Background: an optimization exercise with open tools, aiming at small area, a short achievable clock period and few clock cycles. Do not read the settings as production practice.
At most, simulation tests tie the RTL to the original design; equivalence was not proved.
Power is estimated from default activity; no workload was simulated.

==> build 56 <==
==> flow/design.v <==
package sched_pkg;
    typedef enum logic [3:0] {
        OP_ADD  = 4'h0,
        OP_SUB  = 4'h1,
        OP_AND  = 4'h2,
        OP_XOR  = 4'h3,
        OP_ADDI = 4'h8,
        OP_LUI  = 4'h9                               
    } opcode_e;
    typedef struct packed {
        opcode_e                           opcode;
        logic [$clog2(8)-1:0]    rd;
        logic [$clog2(8)-1:0]    rs1;
        logic [$clog2(8)-1:0]    rs2;
        logic [2:0]                        spare;   
    } insn_reg_t;
    typedef struct packed {
        opcode_e                           opcode;
        logic [$clog2(8)-1:0]    rd;
        logic [$clog2(8)-1:0]    rs1;
        logic [5:0]                        imm;
    } insn_imm_t;
    typedef union packed {
        insn_reg_t r;
        insn_imm_t i;
    } insn_u;
    typedef struct packed {
        opcode_e                           opcode;
        logic [$clog2(8)-1:0]    rd;
        logic [$clog2(8)-1:0]    rs1;
        logic [$clog2(8)-1:0]    rs2;     
        logic [16-1:0]          imm;     
        logic                              is_imm;
        logic [8-1:0]           seq;
    } entry_t;
    typedef struct packed {
        logic [8-1:0]           seq;
        logic [$clog2(8)-1:0]    rd;
        logic [16-1:0]          value;
    } result_t;
endpackage
`timescale 1ns/1ps
module sched_top (
    input  logic               clk,
    input  logic               rst,
    input  logic               in_req,
    input  logic [15:0]        in_insn,
    input  logic               out_ack,
    output logic               in_ack,
    output logic               out_req,
    output logic [26:0]        out_result
);
    logic [15:0] rf [8];
    logic [7:0]  rs1_q, rs2_q;      
    logic [5:0]  imm_q;             
    logic        lui_q;             
    logic        sub_q, and_q, xor_q;
    logic [2:0]  rd_q;
    logic        rst_q;             
    logic        s1_v;              
    logic        s2_v;              
    logic        full;              
    logic        acc;               
    logic        mv;                
    logic [15:0] p_q, g_q;          
    logic        cin_q;
    logic [2:0]  rd_p;              
    logic [3:0]  op;
    logic [15:0] a, b, imm, p_d, g_d;
    logic        cin_d;
    logic [16:0] c;
    logic [15:0] pg_g [5];
    logic [15:0] pg_p [5];
    logic [15:0] sum;
    assign acc = in_req && !in_ack && !s1_v;
    assign mv  = s1_v && !s2_v && (!full || (out_req && out_ack));
    logic       d_def, d_reg, d_lui;
    logic [7:0] d_rs1, d_rs2;
    always_comb begin
        op    = in_insn[15:12];
        d_def = op == 4'h0 || op == 4'h1 || op == 4'h2 || op == 4'h3 || op == 4'h8 || op == 4'h9;
        d_reg = !op[3] && d_def;
        d_lui = op == 4'h9;
        d_rs1 = (d_def && !d_lui) ? (8'd1 << in_insn[8:6]) : 8'd0;
        d_rs2 = d_reg ? (8'd1 << in_insn[5:3]) : 8'd0;
    end
    always_comb begin
        a = '0;
        b = '0;
        for (int r = 0; r < 8; r++) begin
            a = a | (rf[r] & {16{rs1_q[r]}});
            b = b | (rf[r] & {16{rs2_q[r]}});
        end
        b = b | {imm_q & {6{lui_q}}, 4'd0, imm_q & {6{!lui_q}}};
        if (sub_q) b = ~b;
        p_d   = and_q ? (a & b) : (a ^ b);
        g_d   = (and_q || xor_q) ? 16'd0 : (a & b);
        cin_d = sub_q;
        g_d[0] = sub_q ? (a[0] | b[0]) : g_d[0];
        pg_g[0] = g_q;
        pg_p[0] = p_q;
        for (int l = 1; l <= 4; l++) begin
            pg_g[l] = pg_g[l-1];
            pg_p[l] = pg_p[l-1];
            for (int i = 0; i < 16; i++) begin
                if (((i >> (l - 1)) & 1) == 1) begin
                    pg_g[l][i] = pg_g[l-1][i] | (pg_p[l-1][i] & pg_g[l-1][((i >> (l - 1)) << (l - 1)) - 1]);
                    pg_p[l][i] = pg_p[l-1][i] & pg_p[l-1][((i >> (l - 1)) << (l - 1)) - 1];
                end
            end
        end
        c   = {pg_g[4], cin_q};
        sum = p_q ^ c[15:0];
    end
    always_ff @(posedge clk) begin
        if (rst) begin
            rs1_q <= '0;
            rs2_q <= '0;
            imm_q <= '0;
            lui_q <= 1'b0;
            sub_q <= 1'b0;
            and_q <= 1'b0;
            xor_q <= 1'b0;
        end else if (!s1_v) begin
            rs1_q <= d_rs1;
            rs2_q <= d_rs2;
            imm_q <= (op == 4'h8 || d_lui) ? in_insn[5:0] : 6'd0;
            lui_q <= d_lui;
            sub_q <= op == 4'h1;
            and_q <= op == 4'h2;
            xor_q <= op == 4'h3;
        end
    end
    always_ff @(posedge clk) begin
        if (!s1_v) rd_q <= in_insn[11:9];
    end
    always_ff @(posedge clk) begin
        if (rst) begin
            p_q   <= 16'd0;
            g_q   <= 16'd0;
            cin_q <= 1'b0;
        end else if (mv) begin
            p_q   <= p_d;
            g_q   <= g_d;
            cin_q <= cin_d;
            rd_p  <= rd_q;
        end
        rst_q <= rst;
    end
    always_ff @(posedge clk) begin
        for (int r = 0; r < 8; r++) begin
            if (rst_q || (s2_v && rd_p == 3'(r))) rf[r] <= sum;
        end
    end
    always_ff @(posedge clk) begin
        if (rst) begin
            in_ack            <= 1'b0;
            s1_v              <= 1'b0;
            s2_v              <= 1'b0;
            full              <= 1'b0;
            out_req           <= 1'b0;
        end else begin
            if (acc)                    in_ack <= 1'b1;
            else if (in_ack && !in_req) in_ack <= 1'b0;
            if (acc)     s1_v <= 1'b1;
            else if (mv) s1_v <= 1'b0;
            s2_v <= mv;
            if (s2_v) begin
                full              <= 1'b1;
                out_req           <= !out_ack;
            end else if (out_req && out_ack) begin
                full    <= 1'b0;
                out_req <= 1'b0;
            end else if (full && !out_req && !out_ack) begin
                out_req <= 1'b1;
            end
        end
    end
    always_ff @(posedge clk) begin
        if (rst) out_result[26:19] <= 8'hff;        
        else     out_result[26:19] <= out_result[26:19] + {7'd0, s2_v};
        out_result[18:0] <= {rd_p, sum};
    end
endmodule
==> flow/flow/run.sh <==
#!/bin/bash
# The standard ORFS layout (the standard.sh, with config.mk's settings),
# changed in two ways through ORFS's own variables:
#  - ports are buffered with buf_4 rather than the delay cell buffer_ports
#    picks by default (footprint matching then keeps that cell from being
#    resized into a plain buffer);
#  - clock tree synthesis adds no dummy loads.
set -euo pipefail
export BUFFER_PORTS_ARGS="-buffer_cell sky130_fd_sc_hd__buf_4"
export CTS_ARGS="-sink_clustering_enable -repair_clock_nets -dont_use_dummy_load -buf_list sky130_fd_sc_hd__clkbuf_8 -sink_clustering_size 15 -sink_clustering_max_diameter 60"
bash standard.sh > standard.log 2>&1
==> flow/standard.sh <==
#!/bin/bash
# synth_recipe.tcl (not shown) runs the flow's synth.tcl, then flattens the netlist and writes it again
# the make line also repeats each setting of config.mk as NAME=value (left out here)
make -C /OpenROAD-flow-scripts/flow DESIGN_CONFIG=/design/flow/config.mk WORK_HOME=/design/flow/orfs CLKGATE_MAP_FILE= SYNTH_SCRIPT=/design/flow/synth_recipe.tcl "${@:-finish}"
==> flow/config.mk <==
export PLATFORM = sky130hd
export DESIGN_NAME = sched_top
export DESIGN_NICKNAME = sched_top
export VERILOG_FILES = /design/flow/design.v
export SDC_FILE = /design/flow/constraint.sdc
export NUM_CORES = 4
export LEC_CHECK = 0
export ABC_CLOCK_PERIOD_IN_PS = 2500
export CAP_MARGIN = 20
export CORE_MARGIN = 2
export CORE_UTILIZATION = 65
export CTS_BUF_LIST = sky130_fd_sc_hd__clkbuf_8
export CTS_CLUSTER_DIAMETER = 60
export CTS_CLUSTER_SIZE = 15
export SETUP_SLACK_MARGIN = 4.5
export SLEW_MARGIN = 20
==> flow/constraint.sdc <==
create_clock -name core_clock -period 7.0 [get_ports {clk}]
set_input_delay 1.4000 -clock core_clock [delete_from_list [all_inputs] [get_ports {clk}]]
set_output_delay 1.4000 -clock core_clock [all_outputs]
set_load 0.01 [all_outputs]
==> inputs of trial 20, as changes to build 56 <==
--- a/flow/design.v
+++ b/flow/design.v
@@ -65,7 +65,5 @@
     logic [15:0] p_q, g_q;          
-    logic        cin_q;
     logic [2:0]  rd_p;              
     logic [3:0]  op;
-    logic [15:0] a, b, imm, p_d, g_d;
-    logic        cin_d;
+    logic [15:0] a, b, bi, imm, p_d, g_d;
     logic [16:0] c;
@@ -94,7 +92,7 @@
         b = b | {imm_q & {6{lui_q}}, 4'd0, imm_q & {6{!lui_q}}};
-        if (sub_q) b = ~b;
-        p_d   = and_q ? (a & b) : (a ^ b);
-        g_d   = (and_q || xor_q) ? 16'd0 : (a & b);
-        cin_d = sub_q;
-        g_d[0] = sub_q ? (a[0] | b[0]) : g_d[0];
+        bi    = sub_q ? ~b : b;
+        p_d   = and_q ? (a & b) : (a ^ bi);
+        g_d   = (and_q || xor_q) ? 16'd0 : (a & bi);
+        p_d[0] = and_q ? (a[0] & b[0]) : (a[0] ^ b[0]);
+        g_d[0] = sub_q ? (a[0] | bi[0]) : g_d[0];
         pg_g[0] = g_q;
@@ -111,3 +109,3 @@
         end
-        c   = {pg_g[4], cin_q};
+        c   = {pg_g[4], 1'b0};
         sum = p_q ^ c[15:0];
@@ -140,3 +138,2 @@
             g_q   <= 16'd0;
-            cin_q <= 1'b0;
         end else if (mv) begin
@@ -144,3 +141,2 @@
             g_q   <= g_d;
-            cin_q <= cin_d;
             rd_p  <= rd_q;
--- a/flow/config.mk
+++ b/flow/config.mk
@@ -7,6 +7,6 @@
 export LEC_CHECK = 0
-export ABC_CLOCK_PERIOD_IN_PS = 2500
+export ABC_CLOCK_PERIOD_IN_PS = 2400
 export CAP_MARGIN = 20
 export CORE_MARGIN = 2
-export CORE_UTILIZATION = 65
+export CORE_UTILIZATION = 75
 export CTS_BUF_LIST = sky130_fd_sc_hd__clkbuf_8
@@ -14,3 +14,3 @@
 export CTS_CLUSTER_SIZE = 15
-export SETUP_SLACK_MARGIN = 4.5
-export SLEW_MARGIN = 20
+export SETUP_SLACK_MARGIN = 4.6
+export SLEW_MARGIN = 60
==> summary of the runs <==
Between trial 20 and build 56, the lower global-route usage is in build 56 (gap 6.2 points).
Between build 56 and trial 20, the lower worst setup slack is in build 56 (gap 0.042 ns).
Against build 56, the die area of trial 20 is smaller by 13%.
Against build 56, the clock skew of trial 20 is lower by 0.033 ns.
Of trial 20 and build 56, trial 20 has the higher total power (gap about 0.24%, measured against build 56).
Of trial 20 and build 56, trial 20 has the higher core utilization (gap 13 points).
Against trial 20, the via count of build 56 is smaller by about 6%.
Between trial 20 and build 56, the lower register-to-register slack is in build 56 (gap 0.06 ns).
Maximum frequency: trial 20 is larger than build 56 (1.8%).
In sequential power, trial 20 and build 56 hardly differ.
==> figures <==
| metric | trial 20 | build 56 |
|---|---|---|
| Placed wire-length estimate after detailed placement | 15800 um | 15300 um |
| Wire length on met1 | 9170 um | 9720 um |
| Non-filler cells in the finished layout | 942 | 928 |
| Cell variety after synth | 54 | 48 |
| Number of ordinary and repair buffers in the finished layout | 61 | 53 |
| RR Endpoint | p_q[14]$_SDFFE_PP0P_ | g_q[0]$_SDFFE_PP0P_ |
| Post-Syn Area | 0.00933 sq mm | 0.00929 sq mm |
| Net Count, Synth | 790 | 772 |
| Post-synth top area share | 43.1% | 43.3% |
| Count of clock tree sinks | 224 | 225 |
| Outcome | complete, no violations | complete, no violations |
| Global-route wire length before repair | 38800 um | 36800 um |
| Sw Share | 24.6% | 24.1% |
| Multiplexer fraction of the synthesized cell area | 0.228% | 1.83% |
| Slowest stage delay, CP | 0.38 ns | 0.92 ns |
| Min Clock Period, post-route | 2.39 ns | 2.44 ns |
| Slew at the pin closest to its max-slew limit | 0.599 ns | 1.10 ns |
| Vias | 7131 | 6685 |
| Combinational Power Share | 8.6% | 7.6% |
| Placement Cell Area | 0.00985 sq mm | 0.00968 sq mm |
| Register Area | 0.00587 sq mm | 0.00586 sq mm |
| Vias in the first global route | 6924 | 6256 |
Testbench counts of build 56, summed over its fixed seeds: cycles 6,408.
Function not checked in trial 20: the RTL went through the layout flow alone.

what the ideal ports hide:
The results above use ideal ports. As a check the final layouts listed here were re-extracted and re-timed, cells and wires unchanged.
Step 1 (the two cells are an assumption about what drives the block):
set clk [get_ports {clk}]
set_driving_cell -lib_cell sky130_fd_sc_hd__clkbuf_16 $clk
set_driving_cell -lib_cell sky130_fd_sc_hd__buf_2 [delete_from_list [all_inputs] $clk]
Step 2 times the ports against the registers' clock, not the clock port: input delays grow and output delays shrink by t, the midpoint of the rising clock arrivals with the driver on.
Three values: ideal, step 1, step 2; two values: the first two.
run	t, ns	setup WS [ns]	clock arrival spread, ns	worst register clock-pin slew, ns	worst data-port slew with drivers (ns)
build 56	0.536	4.563 / 4.527 / 4.115	0.053 / 0.054	0.10 / 0.10	0.04
trial 20	0.544	4.605 / 4.566 / 4.126	0.018 / 0.018	0.10 / 0.10	0.06
After both steps every run listed still meets setup and hold. For trial 20, which loses most, drivers alone change the setup slack by -0.039 ns; drivers and shift together by -0.479 ns.
